Context: an optimization exercise on an open-source flow, tuned for small area, a short achievable clock period and few clock cycles per item. The choices shown serve that exercise and are no tape-out recipe.
At most, simulation tests tie the RTL to the original design; equivalence was not proved.
For runs 3 to 5, only the layout was checked, not whether the RTL still works.
No activity file was given, so power comes from the tool's default toggle rates.

## flow/design.v (module list and top-level ports; edited modules follow where they fit)
// module fpu_fa: 10 lines
// module fpu_mult_sa: 1639 lines
// module fpu_mult_sb: 379 lines
// module fpu_mult_arb: 104 lines
module fpu_mult_arb
#(
   parameter int NUM_REQ = 4
)(
   input  logic                    clk,
   input  logic                    rst,
   input  logic [NUM_REQ-1:0]      req_valid,
   output logic [NUM_REQ-1:0]      req_ready,
   input  logic [NUM_REQ*FP_W-1:0] req_a,
   input  logic [NUM_REQ*FP_W-1:0] req_b,
   output logic [NUM_REQ-1:0]      rsp_valid,
   input  logic [NUM_REQ-1:0]      rsp_ready,
   output logic [FP_W-1:0]         rsp_data,
   output logic                    busy
);
  // ...
==> flow/run.sh <==
#!/bin/bash
# synth_recipe.tcl (not shown) runs the flow's synth.tcl, then flattens the netlist and writes it again
# the make line also repeats each setting of config.mk as NAME=value (left out here)
make -C /OpenROAD-flow-scripts/flow DESIGN_CONFIG=/design/flow/config.mk WORK_HOME=/design/flow/orfs CLKGATE_MAP_FILE= SYNTH_SCRIPT=/design/flow/synth_recipe.tcl finish
==> flow/config.mk <==
export PLATFORM = sky130hd
export DESIGN_NAME = fpu_mult_arb
export DESIGN_NICKNAME = fpu_mult_arb
export VERILOG_FILES = /design/flow/design.v
export SDC_FILE = /design/flow/constraint.sdc
export NUM_CORES = 4
export LEC_CHECK = 0
export CAP_MARGIN = 20
export CORE_MARGIN = 2
export CORE_UTILIZATION = 40
export SETUP_SLACK_MARGIN = 5
export SLEW_MARGIN = 20
export SYNTH_HIERARCHICAL = 1
export SYNTH_MINIMUM_KEEP_SIZE = 0
==> flow/constraint.sdc <==
create_clock -name core_clock -period 9.0 [get_ports {clk}]
set_input_delay 1.8000 -clock core_clock [delete_from_list [all_inputs] [get_ports {clk}]]
set_output_delay 1.8000 -clock core_clock [all_outputs]
set_load 0.01 [all_outputs]
==> flow_summary.yaml, run 1 <==
die:
  die-height_um: 255
  pin_count: 307
  row_count: 91
  die_x_um: 255
pwr:
  totalPowerFinal_uw: 2770
  power_leader: "clock"
  powerSeq_uw: 1310
  switching_share_pct: 21.2
  switching_power_uw: 588
setup_path:
  cpMaxStageDelayCell: "fa_1"
  cp-end-kind: "flip-flop"
detailed_routing:
  first_pass_iters: 6
  drt_wl_total_um: 77200
  drtIter0Drc: 1373
  avgViaCountPerCell: 5.33
  drcViolationCount: 0
  vias: 17601
status:
  status: "timing/DRC/antenna clean"
cells_and_area:
  multi_input_cells: 1557
  multi_input_area_share_pct: 56.2
  mostFrequentLayoutCells: "nand2_1 (563), fa_1 (484), clkdlybuf4s50_1 (306)"
  fin_nets: 3270
  nClkBuffers: 38
  n_sequential_cell: 286
  top_regs: "r2_cut (134), r_hdata (32), r_kdata (32)"
  layout.cells.non_filler: 3303
clock_network:
  cts_setup_buffers: 9
  cts_buffers: 30
  insertion_delay_ns: 0.60
  cts_resized: 52
  clkTransAtPathRegs_ns: 0.06
sta:
  hold_viol: 0
  slew_headroom_pct: 30.9
logic_synthesis:
  syn_nets: 3126
hold_path:
  hold_path_end: "r2_s"
Testbench counts, summed over its fixed seeds: cycles 3,224, items 3,200.
==> run 2: changes to the inputs <==
--- a/flow/config.mk
+++ b/flow/config.mk
@@ -10,3 +10,2 @@
 export CORE_UTILIZATION = 40
-export SETUP_SLACK_MARGIN = 5
 export SLEW_MARGIN = 20
==> run 2 against run 1 <==
  * Sequential power barely moved
  * Utilization fell by 1.4 points
  * Register-to-register slack lost 1.0 ns
  * Total power is 3.7% lower
==> flow_summary.yaml, run 2 <==
status:
  status: "timing/DRC/antenna clean"
sta:
  tns_ns: 0
  clock.fmax_ghz: 0.196
  tightestPinTransition_ns: 1.05
  fin_skew_ns: 0.0148
  finalCritPeriodShare_pct: 56.8
  setup_viol: 0
  rsz0062_at_grt: "false"
  hold_viol: 0
  slew_viol_final: 0
  setup_slack_ns: 3.89
  fin_crit_ns: 5.11
  slew_headroom_pct: 30.2
pwr:
  ir_drop_uv: 132
  p_leak_uw: 0.00897
  power_density_nw_per_um2: 92.9
job:
  cap_violations: 0
placed_design:
  io_buffer_count: 306
  dp.cells: 3220
  placed_area_um2: 27800
  pre_cts_ws_ns: 3.86
  hpwl_um: 53500
  gp_congestion: 0.858
clock_network:
  htree_levels: 1
  clock_sinks: 286
  cts_resized: 0
  cts_root_buf: "clkbuf_16"
  cts_tree: "yes"
  clkTransAtPathRegs_ns: 0.06
  cts_setup_buffers: 0
  cts_buffers: 30
  cts_hold_buf: 0
  clk_path_buf_depth: 3
  insertion_delay_ns: 0.60
grt:
  grt_pass1_wl_um: 115000
  grt_max_degree: 70
  grt.overflow.total: 0
  grt_pass1_vias: 19781
  grt_usage_pct: 23.4
  antenna_found_initial: 6
detailed_routing:
  avgViaCountPerCell: 5.30
  drcViolationCount: 0
  wire_per_inst_um: 22.7
  drtIter0Drc: 1334
  drt_wl_total_um: 74300
  first_pass_iters: 6
  vias: 17357
  postRouteAntennaNets: 0
cells_and_area:
  drive_above_1_share_pct: 7.35
  regMostFlops: "r2_cut"
  fin_area_um2: 28800
  final_common_cell: "nand2_1"
  fin_nets: 3247
  syn2layout_area_growth_pct: 14.2
  mostFrequentLayoutCells: "nand2_1 (567), fa_1 (485), clkdlybuf4s50_1 (306)"
  final_core_util_pct: 46.5
  layout.cells.non_filler: 3275
  largest_reg_flops: 134
  top_regs: "r2_cut (134), r_hdata (32), r_kdata (32)"
setup_path:
  crit_fanout: 29
  slowest_delay_ns: 0.83
  start_kind: "flip-flop"
  cpMaxStageDelayCell: "o41ai_1"
  crit_required_ns: 9.34
  path_delay_family: "compound AO/OA/AOI/OAI gates"
  cp_cell_sequence: "fa_1, inv_1, ha_1, nand2_1, o31ai_1, a21oi_1, o41ai_1, o2111a_1, o211a_1, a21oi_1, o21ai_0, or2_2, nand4_1, nor3_1, xor2_1, mux2_2"
  worstPathArrival_ns: 5.45
  cp_common_cell: "a21oi_1"
  cp_num_buf_inv: 1
  cp-end-kind: "flip-flop"
  crit_type: "reg2reg"
die:
  pin_count: 307
  initial_core_util_pct: 40.7
  die-height_um: 255
  die_area_um2: 65000
  die_x_um: 255
  core_um2: 61900
  row_count: 91
logic_synthesis:
  syn_avg_cell_area_um2: 11.0
  syn_inst: 2294
  syn_area_um2: 25200
  syn_nets: 3126
  ys_warn_count: 7
hold_path:
  hold_path.class: "reg2reg"
run 2: final cells by class:
cell class / count / area [um^2]
well taps: 837 / 1050
diodes: 2 / 5.00
repair buffers: 357 / 3450
flip-flops and latches: 286 / 6450
clock buffers: 47 / 870
multi-input cells: 1555 / 16100
inverters: 185 / 696
clock inverters: 6 / 109
fillers: 5664 / 33200
run 2: path summary, 6_finish.rpt:
| kind | cells after the start | slack [ns] | startpoint | to |
|---|---|---|---|---|
| worst max-delay path | 16 | 3.89 | r2_cut[6] | r_hdata[30] |
| worst min-delay path | 0 | 0.33 | r1_s | r2_s |
| worst max register to register | 16 | 3.89 | r2_cut[6] | r_hdata[30] |
| worst min register to register | 0 | 0.33 | r1_s | r2_s |
| max in group asynchronous | 2 | 6.98 | rst | r_ptr[1] |
| min in group asynchronous | 2 | 1.58 | rst | r_hown[3] |
run 2: per-layer routing:
metal	track usage [%]	share of wire, %	up-vias	wire length (um)
li1	-	-	7361	-
met1	30.2	39	8818	29000
met2	38.7	48	1014	35600
met3	5.48	9.6	164	7140
met4	7.90	3.5	0	2580
met5	0	0	-	0
run 2: stage by stage:
| step | hold slack [ns] | total power (uW) |
|---|---|---|
| 3_5_place_dp | 0.314 | 1460 |
| 2_1_floorplan | 0.310 | 1340 |
| 5_1_grt | 0.346 | 2760 |
| 4_1_cts | 0.329 | 2710 |
| 6_report | 0.327 | 2670 |
| 3_3_place_gp | 0.318 | 1460 |
run 2: power breakdown:
part	leakage [uW]	total (uW)	switching, uW	internal [uW]
sequential	0.00265	1310	0	1310
combinational	0.00584	127	26.9	101
clock	0.000478	1240	519	719
==> module fpu_mult_arb, before the edit <==
module fpu_mult_arb
#(
   parameter int NUM_REQ = 4
)(
   input  logic                    clk,
   input  logic                    rst,
   input  logic [NUM_REQ-1:0]      req_valid,
   output logic [NUM_REQ-1:0]      req_ready,
   input  logic [NUM_REQ*FP_W-1:0] req_a,
   input  logic [NUM_REQ*FP_W-1:0] req_b,
   output logic [NUM_REQ-1:0]      rsp_valid,
   input  logic [NUM_REQ-1:0]      rsp_ready,
   output logic [FP_W-1:0]         rsp_data,
   output logic                    busy
);
   localparam int NC = MULT_CUT_W;
   logic [3:0]  r_ptr;       
   logic        r_v1;        
   logic        r_v2;        
   logic [3:0]  r_hown;      
   logic        r_kv;        
   logic [3:0]  r_kown;      
   logic        r_busy;
   logic [22:0] r1_ma, r1_mb;
   logic [7:0]  r1_ea, r1_eb;
   logic        r1_s;
   logic [NC-1:0] r2_cut;
   logic [7:0]  r2_e;
   logic        r2_s;
   logic [31:0] r_hdata, r_kdata;
   wire [3:0] w_own1 = {r_ptr[0], r_ptr[3:1]};
   wire [3:0] w_own2 = {r_ptr[1:0], r_ptr[3:2]};
   logic [31:0] w_a, w_b;
   always_comb begin
      w_a = '0;
      w_b = '0;
      for (int i = 0; i < 4; i++) begin
         w_a = w_a | (req_a[i*32 +: 32] & {32{r_ptr[i]}});
         w_b = w_b | (req_b[i*32 +: 32] & {32{r_ptr[i]}});
      end
   end
   logic [NC-1:0] w_cut;
   fpu_mult_sa u_sa (.ma(r1_ma), .mb(r1_mb), .cut(w_cut));
   logic [24:0] w_hi;
   fpu_mult_sb u_sb (.cut(r2_cut), .hi(w_hi));
   wire [7:0]  w_e1  = r2_e + 8'd1;
   wire [31:0] w_res = w_hi[24] ? {r2_s, w_e1, w_hi[23:1]} : {r2_s, r2_e, w_hi[22:0]};
   wire w_taken = |(r_hown & rsp_ready);
   wire w_hfree = ~(|r_hown) | w_taken;
   wire w_acc   = r_v2;
   wire w_kv_n  = w_hfree ? (r_kv & w_acc) : (r_kv | w_acc);
   wire w_drop  = r_v1 & w_kv_n;
   always_ff @(posedge clk or posedge rst) begin
      if (rst) begin
         r_ptr  <= 4'b0001;
         r_v1   <= 1'b0;
         r_v2   <= 1'b0;
         r_hown <= '0;
         r_kv   <= 1'b0;
         r_kown <= '0;
         r_busy <= 1'b0;
      end else begin
         if (w_hfree) begin
            if (r_kv) begin
               r_hown <= r_kown;
               r_kown <= w_own2;
            end else begin
               r_hown <= w_acc ? w_own2 : 4'b0;
            end
         end else if (w_acc) begin
            r_kown <= w_own2;
         end
         r_kv   <= w_kv_n;
         r_busy <= ~w_hfree | r_kv | w_acc;
         if (w_drop) begin
            r_v1  <= 1'b0;
            r_v2  <= 1'b0;
            r_ptr <= w_own1;
         end else begin
            r_v1  <= |(req_valid & r_ptr);
            r_v2  <= r_v1;
            r_ptr <= {r_ptr[2:0], r_ptr[3]};
         end
      end
   end
   always_ff @(posedge clk) begin
      r1_ma  <= w_a[22:0];
      r1_mb  <= w_b[22:0];
      r1_ea  <= w_a[30:23];
      r1_eb  <= w_b[30:23];
      r1_s   <= w_a[31] ^ w_b[31];
      r2_cut <= w_cut;
      r2_e   <= r1_ea + r1_eb + 8'd129;
      r2_s   <= r1_s;
      if (w_hfree)
         r_hdata <= r_kv ? r_kdata : w_res;
      if (~(r_kv & ~w_hfree))
         r_kdata <= w_res;
   end
   assign req_ready = {4{r_v2}} & w_own2;
   assign rsp_valid = r_hown;
   assign rsp_data  = r_hdata;
   assign busy      = r_busy;
endmodule
==> run 3: changes to the inputs <==
--- a/flow/design.v
+++ b/flow/design.v
@@ -2060,3 +2060,3 @@
    logic        r_v1;        
-   logic        r_v2;        
+   logic [3:0]  r_rdy;       
    logic [3:0]  r_hown;      
@@ -2066,3 +2066,3 @@
    logic [22:0] r1_ma, r1_mb;
-   logic [7:0]  r1_ea, r1_eb;
+   logic [7:0]  r1_e;
    logic        r1_s;
@@ -2073,3 +2073,3 @@
    wire [3:0] w_own1 = {r_ptr[0], r_ptr[3:1]};
-   wire [3:0] w_own2 = {r_ptr[1:0], r_ptr[3:2]};
+   wire [3:0] w_own2 = r_rdy;
    logic [31:0] w_a, w_b;
@@ -2091,3 +2091,3 @@
    wire w_hfree = ~(|r_hown) | w_taken;
-   wire w_acc   = r_v2;
+   wire w_acc   = |r_rdy;
    wire w_kv_n  = w_hfree ? (r_kv & w_acc) : (r_kv | w_acc);
@@ -2098,3 +2098,3 @@
          r_v1   <= 1'b0;
-         r_v2   <= 1'b0;
+         r_rdy  <= '0;
          r_hown <= '0;
@@ -2118,3 +2118,3 @@
             r_v1  <= 1'b0;
-            r_v2  <= 1'b0;
+            r_rdy <= '0;
             r_ptr <= w_own1;
@@ -2122,3 +2122,3 @@
             r_v1  <= |(req_valid & r_ptr);
-            r_v2  <= r_v1;
+            r_rdy <= {4{r_v1}} & w_own1;
             r_ptr <= {r_ptr[2:0], r_ptr[3]};
@@ -2130,7 +2130,6 @@
       r1_mb  <= w_b[22:0];
-      r1_ea  <= w_a[30:23];
-      r1_eb  <= w_b[30:23];
+      r1_e   <= w_a[30:23] + w_b[30:23] + 8'd129;    
       r1_s   <= w_a[31] ^ w_b[31];
       r2_cut <= w_cut;
-      r2_e   <= r1_ea + r1_eb + 8'd129;
+      r2_e   <= r1_e;
       r2_s   <= r1_s;
@@ -2141,3 +2140,3 @@
    end
-   assign req_ready = {4{r_v2}} & w_own2;
+   assign req_ready = r_rdy;
    assign rsp_valid = r_hown;
==> flow/flow/run.sh (new file) <==
#!/bin/bash
# Layout flow: the standard layout (standard.sh: the standard synthesis,
# floorplan, power grid, placement, CTS and routing, all unchanged) with two
# settings of how the layout is made:
#   - every input and output port still gets its own buffer, but a
#     sky130_fd_sc_hd__buf_1 instead of the delay cell buffer_ports picks;
set -euo pipefail
MARGIN=5.5
cd "$(dirname "$0")/.."
bash standard.sh "BUFFER_PORTS_ARGS=-buffer_cell sky130_fd_sc_hd__buf_1" \
   "SETUP_SLACK_MARGIN=$MARGIN" finish > standard.log 2>&1
==> flow/standard.sh (new file) <==
#!/bin/bash
# synth_recipe.tcl (not shown) runs the flow's synth.tcl, then flattens the netlist and writes it again
# the make line also repeats each setting of config.mk as NAME=value (left out here)
make -C /OpenROAD-flow-scripts/flow DESIGN_CONFIG=/design/flow/config.mk WORK_HOME=/design/flow/orfs CLKGATE_MAP_FILE= SYNTH_SCRIPT=/design/flow/synth_recipe.tcl "${@:-finish}"
removed: flow/run.sh
==> run 3 against run 2 <==
  * Total power increased by 15%
  * Critical path depth decreased by 3
  * Sequential power increased by 8%
  * Clock power increased by 15%
  * First-iteration DRC count increased by 18%
  * Non-clock buffer count increased by 79
  * Sequential share of layout area decreased by 0.30 points
  * Synthesized area decreased by 0.47%
  * Synthesized cell count decreased by 0.92%
  * Worst hold slack got worse by 0.0025 ns
  * Flip-flop and latch count decreased by 5
  * Clock skew increased by 0.015 ns
==> flow_summary.yaml, run 3 <==
status:
  status: "timing/DRC/antenna clean"
clock_network:
  cts_tree: "yes"
  cts_root_buf: "clkbuf_16"
  cts_hold_buf: 0
  clkTransAtPathRegs_ns: 0.06
  insertion_delay_ns: 0.56
  htree_levels: 2
  cts_buffers: 35
  clock_sinks: 281
  clk_path_buf_depth: 3
pwr:
  p_comb_share_pct: 7.5
  internal_power_uw: 2320
  ir_drop_uv: 112
  p_leak_uw: 0.00908
  switching_power_uw: 757
  power_frac_clock_pct: 46.5
  power_density_nw_per_um2: 105
  switching_share_pct: 24.6
  p_seq_share_pct: 46.0
cells_and_area:
  regMostFlops: "r2_cut"
  syn2layout_area_growth_pct: 16.8
  fin_nets: 3316
  largest_reg_flops: 134
  fillers: 5560
  final_common_cell: "nand2_1"
  n_antenna_cell: 0
  layout.cells.non_filler: 3345
  mostFrequentLayoutCells: "nand2_1 (554), fa_1 (451), buf_1 (306)"
  top_regs: "r2_cut (134), r_hdata (32), r_kdata (32)"
  drive_above_1_share_pct: 15.8
sta:
  fin_crit_ns: 3.99
  finalCritPeriodShare_pct: 44.4
  tightestPinTransition_ns: 0.806
  clock.fmax_ghz: 0.250
  slew_headroom_pct: 46.3
  slew_viol_final: 0
  setup_viol: 0
  hold_viol: 0
  whs_ns: 0.325
  fin_skew_ns: 0.0301
  rsz0062_at_grt: "true"
  tns_ns: 0
setup_path:
  crit_fanout: 3
  cp_num_buf_inv: 1
  cp-end-kind: "flip-flop"
  r2r-start: "r2_cut[59]"
  crit_required_ns: 9.31
  worstPathArrival_ns: 4.30
  start_kind: "flip-flop"
  cpMaxStageDelayCell: "fa_1"
  cp_cell_sequence: "fa_1, inv_1, ha_1, and3_4, a311oi_4, o41ai_4, or2_4, a2111o_1, a311o_1, a21oi_2, xnor2_1, mux2_4, mux2_2"
  crit_type: "reg2reg"
  path_delay_family: "compound AO/OA/AOI/OAI gates"
  slowest_delay_ns: 0.53
  startpoint: "r2_cut[59]"
placed_design:
  io_buffer_count: 306
  gp_congestion: 0.861
  dp.cells: 3201
  hpwl_um: 49400
die:
  core_um2: 61800
  die-height_um: 254
  die_area_um2: 64700
  row_count: 91
  pin_count: 307
  initial_core_util_pct: 40.6
  die_x_um: 254
grt:
  grt.overflow.total: 0
  grt_pass1_vias: 19629
  grt_usage_pct: 23.4
  grt_max_degree: 55
  grt_pass1_wl_um: 113000
  antenna_found_initial: 1
logic_synthesis:
  syn_inst: 2273
  syn_avg_cell_area_um2: 11.0
  syn_area_um2: 25100
  ys_warn_count: 7
  syn_nets: 3105
detailed_routing:
  wire_per_inst_um: 23.0
  drtIter0Drc: 1568
  postRouteAntennaNets: 0
  avgViaCountPerCell: 5.30
  first_pass_iters: 6
  vias: 17734
  drcViolationCount: 0
  drt_wl_total_um: 76800
job:
  cap_violations: 0
hold_path:
  min_from: "r1_e[1]"
  hold_path.class: "reg2reg"
## run 3: changes by cell type in the layout (fill, tap and decap cells not counted), moves of 26 or more
cell | before | now
dfxtp_4 | 0 | 28
clkdlybuf4s50_1 | 306 | 0
fa_1 | 485 | 451
dfxtp_1 | 206 | 163
mux2_4 | 8 | 34
fa_2 | 0 | 34
buf_1 | 0 | 306
buf_12 | 0 | 30
## run 3: cell type report
| cell class | instances | area, um^2 | share of cell area, % |
|---|---|---|---|
| well taps | 837 | 1050 | 3.58 |
| flip-flops and latches | 281 | 6480 | 22.1 |
| clock buffers | 55 | 1100 | 3.74 |
| repair buffers | 436 | 3130 | 10.7 |
| multi-input cells | 1547 | 16800 | 57.2 |
| inverters | 183 | 689 | 2.35 |
| clock inverters | 6 | 95.1 | 0.325 |
## run 3: what timing repair did
item                       4_1_cts  5_1_grt
pin swaps                       23       29
setup buffers                   26       31
setup endpoints to repair       92       78
gates cloned                    16       10
gates resized for setup        149      108
## run 3: layer usage
| metal | wire length [um] | up-vias | track usage (%) |
|---|---|---|---|
| li1 | - | 7492 | - |
| met1 | 30800 | 8914 | 30.4 |
| met2 | 34800 | 1123 | 38.0 |
| met3 | 8020 | 205 | 5.34 |
| met4 | 3100 | 0 | 8.94 |
| met5 | 0 | - | 0 |
## run 3: path summary, 6_finish.rpt
| check | to | cells after the start | slack, ns |
|---|---|---|---|
| worst max-delay path | r_hdata[22] | 13 | 5.01 |
| worst min-delay path | r2_e[1] | 0 | 0.32 |
| worst max register to register | r_hdata[22] | 13 | 5.01 |
| worst min register to register | r2_e[1] | 0 | 0.32 |
| max in group asynchronous | r_ptr[3] | 2 | 7.12 |
| min in group asynchronous | r_ptr[2] | 2 | 1.35 |
## run 3: stage by stage
| step | cell area, um^2 | power [uW] | worst slack (ns) | util [%] |
|---|---|---|---|---|
| after detailed placement | 25900 | 1690 | 4.19 | 41.9 |
| after CTS | 28400 | 3130 | 4.99 | 45.9 |
| after global routing | 29300 | 3200 | 4.89 | 47.4 |
| after floorplan | 25300 | 1540 | 5.14 | - |
| final | 29300 | 3080 | 5.01 | 47.4 |
| after global placement | 25900 | 1690 | 4.23 | 41.9 |
## run 3: power groups by stage
stage          Combinational [uW]  Clock, uW  Sequential [uW]
6_report                      230       1430             1420
5_1_grt                       257       1520             1420
4_1_cts                       235       1470             1420
3_5_place_dp                  234          0             1450
3_3_place_gp                  230          0             1460
2_1_floorplan                66.9          0             1470
==> run 4: changes to the inputs <==
--- a/flow/config.mk
+++ b/flow/config.mk
@@ -7,2 +7,3 @@
 export LEC_CHECK = 0
+export ABC_CLOCK_PERIOD_IN_PS = 3500
 export CAP_MARGIN = 20
==> run 4 against run 3 <==
  * Worst hold slack unchanged
  * Global-route usage unchanged
  * Clock skew unchanged
  * Register-to-register slack about the same
  * Flip-flop and latch count unchanged
  * Utilization unchanged
  * Largest power group unchanged
  * Worst setup slack unchanged
==> flow_summary.yaml, run 4 <==
pwr:
  power_density_nw_per_um2: 105
  p_comb_share_pct: 7.5
  p_leak_uw: 0.00908
  switching_share_pct: 24.6
  power_frac_clock_pct: 46.5
  ir_drop_uv: 112
  p_seq_share_pct: 46.0
  switching_power_uw: 757
  internal_power_uw: 2320
logic_synthesis:
  syn_inst: 2273
  syn_nets: 3105
  ys_warn_count: 7
  syn_avg_cell_area_um2: 11.0
  syn_area_um2: 25100
cells_and_area:
  fin_nets: 3316
  final_core_util_pct: 47.4
  largest_reg_flops: 134
  n_antenna_cell: 0
  layout.cells.non_filler: 3345
  regArea_um2: 6480
  multi_input_area_um2: 16800
  fin_area_um2: 29300
  syn2layout_area_growth_pct: 16.8
  final_common_cell: "nand2_1"
  drive_above_1_share_pct: 15.8
  regMostFlops: "r2_cut"
  top_regs: "r2_cut (134), r_hdata (32), r_kdata (32)"
  mostFrequentLayoutCells: "nand2_1 (554), fa_1 (451), buf_1 (306)"
  fillers: 5560
setup_path:
  crit_type: "reg2reg"
  crit_required_ns: 9.31
  cp-end-kind: "flip-flop"
  start_kind: "flip-flop"
  worstPathArrival_ns: 4.30
  cp_num_buf_inv: 1
  cp_cell_sequence: "fa_1, inv_1, ha_1, and3_4, a311oi_4, o41ai_4, or2_4, a2111o_1, a311o_1, a21oi_2, xnor2_1, mux2_4, mux2_2"
  slowest_delay_ns: 0.53
  path_delay_family: "compound AO/OA/AOI/OAI gates"
  r2r_cells: 13
  cpMaxStageDelayCell: "fa_1"
  crit_cells: 13
  crit_fanout: 3
status:
  status: "timing/DRC/antenna clean"
sta:
  tightestPinTransition_ns: 0.806
  whs_ns: 0.325
  tns_ns: 0
  finalCritPeriodShare_pct: 44.4
  clock.fmax_ghz: 0.250
  setup_viol: 0
  slew_headroom_pct: 46.3
  fin_skew_ns: 0.0301
  slew_viol_final: 0
  fin_crit_ns: 3.99
  rsz0062_at_grt: "true"
  hold_viol: 0
clock_network:
  htree_levels: 2
  cts_hold_buf: 0
  cts_root_buf: "clkbuf_16"
  cts_tree: "yes"
  clock_sinks: 281
  clk_path_buf_depth: 3
  clkTransAtPathRegs_ns: 0.06
  insertion_delay_ns: 0.56
  cts_buffers: 35
detailed_routing:
  vias: 17734
  first_pass_iters: 6
  postRouteAntennaNets: 0
  avgViaCountPerCell: 5.30
  wire_per_inst_um: 23.0
  drcViolationCount: 0
  drtIter0Drc: 1568
  drt_wl_total_um: 76800
placed_design:
  hpwl_um: 49400
  io_buffer_count: 306
  placed_area_um2: 25900
  dp.cells: 3201
  gp_congestion: 0.861
grt:
  grt.overflow.total: 0
  grt_usage_pct: 23.4
  grt_max_degree: 55
  use_met2_pct: 38.0
  grt_util_met3_pct: 5.34
  grt_pass1_wl_um: 113000
  antenna_found_initial: 1
  grt_pass1_vias: 19629
  grt_busiest_layer: "met2"
  met1_usage_pct: 30.4
die:
  initial_core_util_pct: 40.6
  die_x_um: 254
  row_count: 91
  die_area_um2: 64700
  pin_count: 307
  die-height_um: 254
  core_um2: 61800
hold_path:
  hold_path.class: "reg2reg"
  hold_depth: 0
job:
  cap_violations: 0
## run 4: area by class of cell
class / instances / area share (%)
Clock buffer: 55 / 3.74
Clock inverter: 6 / 0.325
Inverter: 183 / 2.35
Multi-Input combinational cell: 1547 / 57.2
Sequential cell: 281 / 22.1
Tap cell: 837 / 3.58
Timing Repair Buffer: 436 / 10.7
## run 4: final timing paths
check | startpoint | end | slack [ns]
max | r2_cut[59] | r_hdata[22] | 5.01
min | r1_e[1] | r2_e[1] | 0.32
max reg2reg | r2_cut[59] | r_hdata[22] | 5.01
min reg2reg | r1_e[1] | r2_e[1] | 0.32
max in group asynchronous | rst | r_ptr[3] | 7.12
min in group asynchronous | rst | r_ptr[2] | 1.35
## run 4: layer usage
metal / share of wire, % / vias up / wire length [um]
li1: - / 7492 / -
met1: 40 / 8914 / 30800
met2: 45 / 1123 / 34800
met3: 10 / 205 / 8020
met4: 4.0 / 0 / 3100
met5: 0 / - / 0
## run 4: repair_timing
action	4_1_cts	5_1_grt
pin swaps	23	29
gates resized for setup	149	108
cloned	16	10
endpoints found under the setup margin	92	78
buffers inserted	26	31
## run 4: worst register-to-register path, stage by stage, from the launching register on
cell,delay (ns)
dfxtp_2,0.32
fa_1,0.53
inv_1,0.04
ha_1,0.27
and3_4,0.21
a311oi_4,0.34
o41ai_4,0.18
or2_4,0.28
a2111o_1,0.43
a311o_1,0.39
a21oi_2,0.15
xnor2_1,0.10
mux2_4,0.28
mux2_2,0.26
## run 4: metrics by stage
step                      setup slack (ns)  power (uW)
after floorplan                       5.14        1540
after global placement                4.23        1690
after detailed placement              4.19        1690
after CTS                             4.99        3130
after global routing                  4.89        3200
final                                 5.01        3080
## run 4: power groups by stage
stage | sequential, uW | clock [uW] | combinational [uW]
6_report | 1420 | 1430 | 230
5_1_grt | 1420 | 1520 | 257
4_1_cts | 1420 | 1470 | 235
3_5_place_dp | 1450 | 0 | 234
3_3_place_gp | 1460 | 0 | 230
2_1_floorplan | 1470 | 0 | 66.9
==> run 5: changes to the inputs <==
--- a/flow/design.v
+++ b/flow/design.v
@@ -2061,5 +2061,7 @@
    logic [3:0]  r_rdy;       
-   logic [3:0]  r_hown;      
-   logic        r_kv;        
-   logic [3:0]  r_kown;      
+   logic [1:0]  r_f;         
+   logic [3:0]  r_o0, r_o1;  
+   logic        r_wp;        
+   logic        r_rp;        
+   logic [3:0]  r_rv;        
    logic        r_busy;
@@ -2071,5 +2073,4 @@
    logic        r2_s;
-   logic [31:0] r_hdata, r_kdata;
+   logic [31:0] r_d0, r_d1;   
    wire [3:0] w_own1 = {r_ptr[0], r_ptr[3:1]};
-   wire [3:0] w_own2 = r_rdy;
    logic [31:0] w_a, w_b;
@@ -2089,7 +2090,12 @@
    wire [31:0] w_res = w_hi[24] ? {r2_s, w_e1, w_hi[23:1]} : {r2_s, r2_e, w_hi[22:0]};
-   wire w_taken = |(r_hown & rsp_ready);
-   wire w_hfree = ~(|r_hown) | w_taken;
-   wire w_acc   = |r_rdy;
-   wire w_kv_n  = w_hfree ? (r_kv & w_acc) : (r_kv | w_acc);
-   wire w_drop  = r_v1 & w_kv_n;
+   wire       w_taken = |(r_rv & rsp_ready);
+   wire       w_acc   = |r_rdy;
+   wire [1:0] w_wr    = {w_acc & r_wp, w_acc & ~r_wp};
+   wire [1:0] w_rd    = {w_taken & r_rp, w_taken & ~r_rp};
+   wire [1:0] w_f_n   = (r_f & ~w_rd) | w_wr;
+   wire       w_rp_n  = r_rp ^ w_taken;
+   wire [3:0] w_o0_n  = w_wr[0] ? r_rdy : r_o0;
+   wire [3:0] w_o1_n  = w_wr[1] ? r_rdy : r_o1;
+   wire       w_full  = &w_f_n;         
+   wire       w_drop  = r_v1 & w_full;
    always_ff @(posedge clk or posedge rst) begin
@@ -2099,19 +2105,17 @@
          r_rdy  <= '0;
-         r_hown <= '0;
-         r_kv   <= 1'b0;
-         r_kown <= '0;
+         r_f    <= '0;
+         r_o0   <= '0;
+         r_o1   <= '0;
+         r_wp   <= 1'b0;
+         r_rp   <= 1'b0;
+         r_rv   <= '0;
          r_busy <= 1'b0;
       end else begin
-         if (w_hfree) begin
-            if (r_kv) begin
-               r_hown <= r_kown;
-               r_kown <= w_own2;
-            end else begin
-               r_hown <= w_acc ? w_own2 : 4'b0;
-            end
-         end else if (w_acc) begin
-            r_kown <= w_own2;
-         end
-         r_kv   <= w_kv_n;
-         r_busy <= ~w_hfree | r_kv | w_acc;
+         r_f    <= w_f_n;
+         r_o0   <= w_o0_n;
+         r_o1   <= w_o1_n;
+         r_wp   <= r_wp ^ w_acc;
+         r_rp   <= w_rp_n;
+         r_rv   <= w_rp_n ? (w_f_n[1] ? w_o1_n : 4'b0) : (w_f_n[0] ? w_o0_n : 4'b0);
+         r_busy <= |w_f_n;
          if (w_drop) begin
@@ -2135,10 +2139,10 @@
       r2_s   <= r1_s;
-      if (w_hfree)
-         r_hdata <= r_kv ? r_kdata : w_res;
-      if (~(r_kv & ~w_hfree))
-         r_kdata <= w_res;
+      if (w_wr[0])
+         r_d0 <= w_res;
+      if (w_wr[1])
+         r_d1 <= w_res;
    end
    assign req_ready = r_rdy;
-   assign rsp_valid = r_hown;
-   assign rsp_data  = r_hdata;
+   assign rsp_valid = r_rv;
+   assign rsp_data  = r_rp ? r_d1 : r_d0;
    assign busy      = r_busy;
--- a/flow/config.mk
+++ b/flow/config.mk
@@ -7,3 +7,2 @@
 export LEC_CHECK = 0
-export ABC_CLOCK_PERIOD_IN_PS = 3500
 export CAP_MARGIN = 20
==> run 5 against run 4 <==
  * Critical endpoint is now r_d0[21]
  * Via count up 4.5%
  * Clock power is 12% lower
  * Critical path depth rose by 2
  * Still clean
  * Largest power group is now combinational logic
  * Worst setup slack improved by 0.16 ns
  * Global-route usage up 1.1 points
  * Combinational power rose to 25 times the previous value
  * Utilization grew 0.58 points
  * Sequential power is 57% higher
  * First-iteration DRC count up 16%
==> flow_summary.yaml, run 5 <==
status:
  status: "timing/DRC/antenna clean"
cells_and_area:
  largest_reg_flops: 134
  syn2layout_area_growth_pct: 19.1
  drive_above_1_share_pct: 18.7
  fillers: 5563
  top_regs: "r2_cut (134), r_d0 (32), r_d1 (32)"
  final_common_cell: "nand2_1"
  multi_input_area_um2: 16900
  fin_nets: 3367
  mostFrequentLayoutCells: "nand2_1 (550), fa_1 (446), buf_1 (274)"
  regArea_um2: 6660
  final_core_util_pct: 48.0
  regMostFlops: "r2_cut"
sta:
  slew_viol_final: 0
  hold_viol: 0
  rsz0062_at_grt: "true"
  slew_headroom_pct: 50.0
  tns_ns: 0
  setup_viol: 0
  clock.fmax_ghz: 0.261
  fin_crit_ns: 3.84
  tightestPinTransition_ns: 0.751
  finalCritPeriodShare_pct: 42.6
  fin_skew_ns: 0.0149
logic_synthesis:
  syn_area_um2: 25200
  syn_nets: 3126
  syn_inst: 2290
  syn_avg_cell_area_um2: 11.0
  ys_warn_count: 7
detailed_routing:
  drtIter0Drc: 1817
  first_pass_iters: 7
  drt_wl_total_um: 82300
  drcViolationCount: 0
  avgViaCountPerCell: 5.43
  wire_per_inst_um: 24.1
  vias: 18526
  postRouteAntennaNets: 0
placed_design:
  gp_congestion: 0.924
  hpwl_um: 52200
  io_buffer_count: 306
setup_path:
  endpoint: "r_d0[21]"
  cpMaxStageDelayCell: "fa_1"
  startpoint: "r2_cut[48]"
  worstPathArrival_ns: 4.19
  r2r_setup_slack_ns: 5.16
  crit_fanout: 6
  crit_cells: 15
  start_kind: "flip-flop"
  cp_num_buf_inv: 3
  crit_required_ns: 9.35
  cp_cell_sequence: "fa_1, inv_2, ha_4, a21oi_2, o21ai_2, a311oi_2, o41ai_4, o2111a_1, o211a_1, a21oi_2, o21ai_2, or2_4, buf_6, buf_16, mux2_4"
  r2r-start: "r2_cut[48]"
  crit_type: "reg2reg"
  worstReg2RegEnd: "r_d0[21]"
  cp-end-kind: "flip-flop"
  path_delay_family: "compound AO/OA/AOI/OAI gates"
  slowest_delay_ns: 0.58
  r2r_cells: 15
grt:
  grt_pass1_vias: 20059
  grt_pass1_wl_um: 119000
  grt_max_degree: 66
  grt.overflow.total: 0
  antenna_found_initial: 10
  grt_usage_pct: 24.4
die:
  die_area_um2: 65100
  row_count: 92
  die_x_um: 255
  initial_core_util_pct: 40.2
  die-height_um: 255
  pin_count: 307
  core_um2: 62700
pwr:
  switching_share_pct: 41.1
  internal_power_uw: 5440
  ir_drop_uv: 259
  p_seq_share_pct: 24.2
  switching_power_uw: 3790
  power_frac_clock_pct: 13.6
  p_leak_uw: 0.0163
  p_comb_share_pct: 62.2
  power_density_nw_per_um2: 307
hold_path:
  hold_path.class: "reg2reg"
job:
  cap_violations: 0
clock_network:
  clkTransAtPathRegs_ns: 0.06
  cts_tree: "yes"
  insertion_delay_ns: 0.61
  htree_levels: 1
  cts_buffers: 31
  clk_path_buf_depth: 3
  cts_root_buf: "clkbuf_16"
  clock_sinks: 288
==> run 5: layer usage <==
metal  vias to the layer above  wire, um  share of wire [%]  track usage (%)
met5                         -         0                  0                0
met4                         0      3910                4.8             10.3
met3                       261      9180                 11             5.83
met2                      1266     38300                 47             40.0
met1                      9374     30900                 38             31.1
li1                       7625         -                  -                -
==> run 5: how the worst min path moves through the flow <==
stage / endpoint / depth (start not counted) / start / slack [ns]
after floorplan: r2_e[0] / 0 / r1_e[0] / 0.31
after global placement: r2_e[2] / 0 / r1_e[2] / 0.32
after detailed placement: r2_e[5] / 0 / r1_e[5] / 0.31
after CTS: r2_e[5] / 0 / r1_e[5] / 0.32
after global routing: r2_e[5] / 0 / r1_e[5] / 0.33
final: r2_e[5] / 0 / r1_e[5] / 0.32
==> run 5: power by group through the flow <==
stage,logic [uW],registers [uW],clock network (uW)
floorplan,3690,2200,0
detailed placement,4600,2250,0
global placement,4510,2220,0
global route,6260,2270,1320
CTS,5470,2230,1280
finish,5740,2230,1260
==> run 5: per-stage QoR <==
step | setup slack (ns) | hold WS [ns] | power (uW) | std cells | cell area (um^2)
after floorplan | 5.50 | 0.310 | 5890 | 2290 | 25400
after global placement | 4.61 | 0.318 | 6730 | 3226 | 26000
after detailed placement | 4.54 | 0.313 | 6850 | 3226 | 26000
after CTS | 5.18 | 0.321 | 8970 | 3339 | 28900
after global routing | 5.12 | 0.330 | 9860 | 3408 | 30100
final | 5.16 | 0.320 | 9220 | 3411 | 30100
==> run 5: layout make-up <==
type | count | area share, %
Multi-Input combinational cell | 1548 | 56.0
Antenna cell | 9 | 0.0749
Inverter | 194 | 2.42
Clock inverter | 19 | 0.574
Tap cell | 846 | 3.52
Sequential cell | 288 | 22.1
Clock buffer | 39 | 2.75
Timing Repair Buffer | 468 | 12.5
==> run 5: worst reg2reg max path, cell delays in order, from the launching register on <==
cell and delay, ns:
dfxtp_2 0.33, fa_1 0.58, inv_2 0.06, ha_4 0.21, a21oi_2 0.13, o21ai_2 0.10
a311oi_2 0.36, o41ai_4 0.18, o2111a_1 0.29, o211a_1 0.28, a21oi_2 0.17, o21ai_2 0.07
or2_4 0.26, buf_6 0.13, buf_16 0.13, mux2_4 0.31
==> run 5: repair_timing <==
item,in CTS,in global routing
setup endpoints to repair,128,111
setup buffers,33,51
gates cloned,22,11
pin swaps,27,50
hold endpoints to repair,0,0
hold buffers,0,0
resized for setup,271,133

-- what the ideal ports hide --
Ports are ideal in the flow. The routed layouts listed here were re-timed in OpenROAD.
Step 1 (the two cells are an assumption about what drives the block):
set clk [get_ports {clk}]
set_driving_cell -lib_cell sky130_fd_sc_hd__clkbuf_16 $clk
set_driving_cell -lib_cell sky130_fd_sc_hd__buf_2 [delete_from_list [all_inputs] $clk]
Step 2 adds t to the input delays and takes it off the output delays; t is the mean of the earliest and latest rising clock arrival at the registers after step 1. Input paths then give back, and output paths get back, about the clock's delay inside the block.
Three values: ideal, step 1, step 2; two values: the first two.
run | t, ns | setup WS [ns] | latest minus earliest clock arrival (ns) | pins driven straight from the clock port
run 1 | 0.653 | 4.890 / 4.890 / 4.642 | 0.015 / 0.014 | 1
run 2 | 0.648 | 3.892 / 3.892 / 3.892 | 0.017 / 0.016 | 1
run 3 | 0.604 | 5.007 / 5.007 / 4.960 | 0.030 / 0.030 | 1
run 4 | 0.604 | 5.007 / 5.007 / 4.960 | 0.030 / 0.030 | 1
run 5 | 0.661 | 5.163 / 5.163 / 5.163 | 0.015 / 0.015 | 1
After both steps every run listed still meets setup and hold. The setup slack of run 1, which loses most, moves by 0.000 ns with the drivers and by -0.248 ns with both steps.
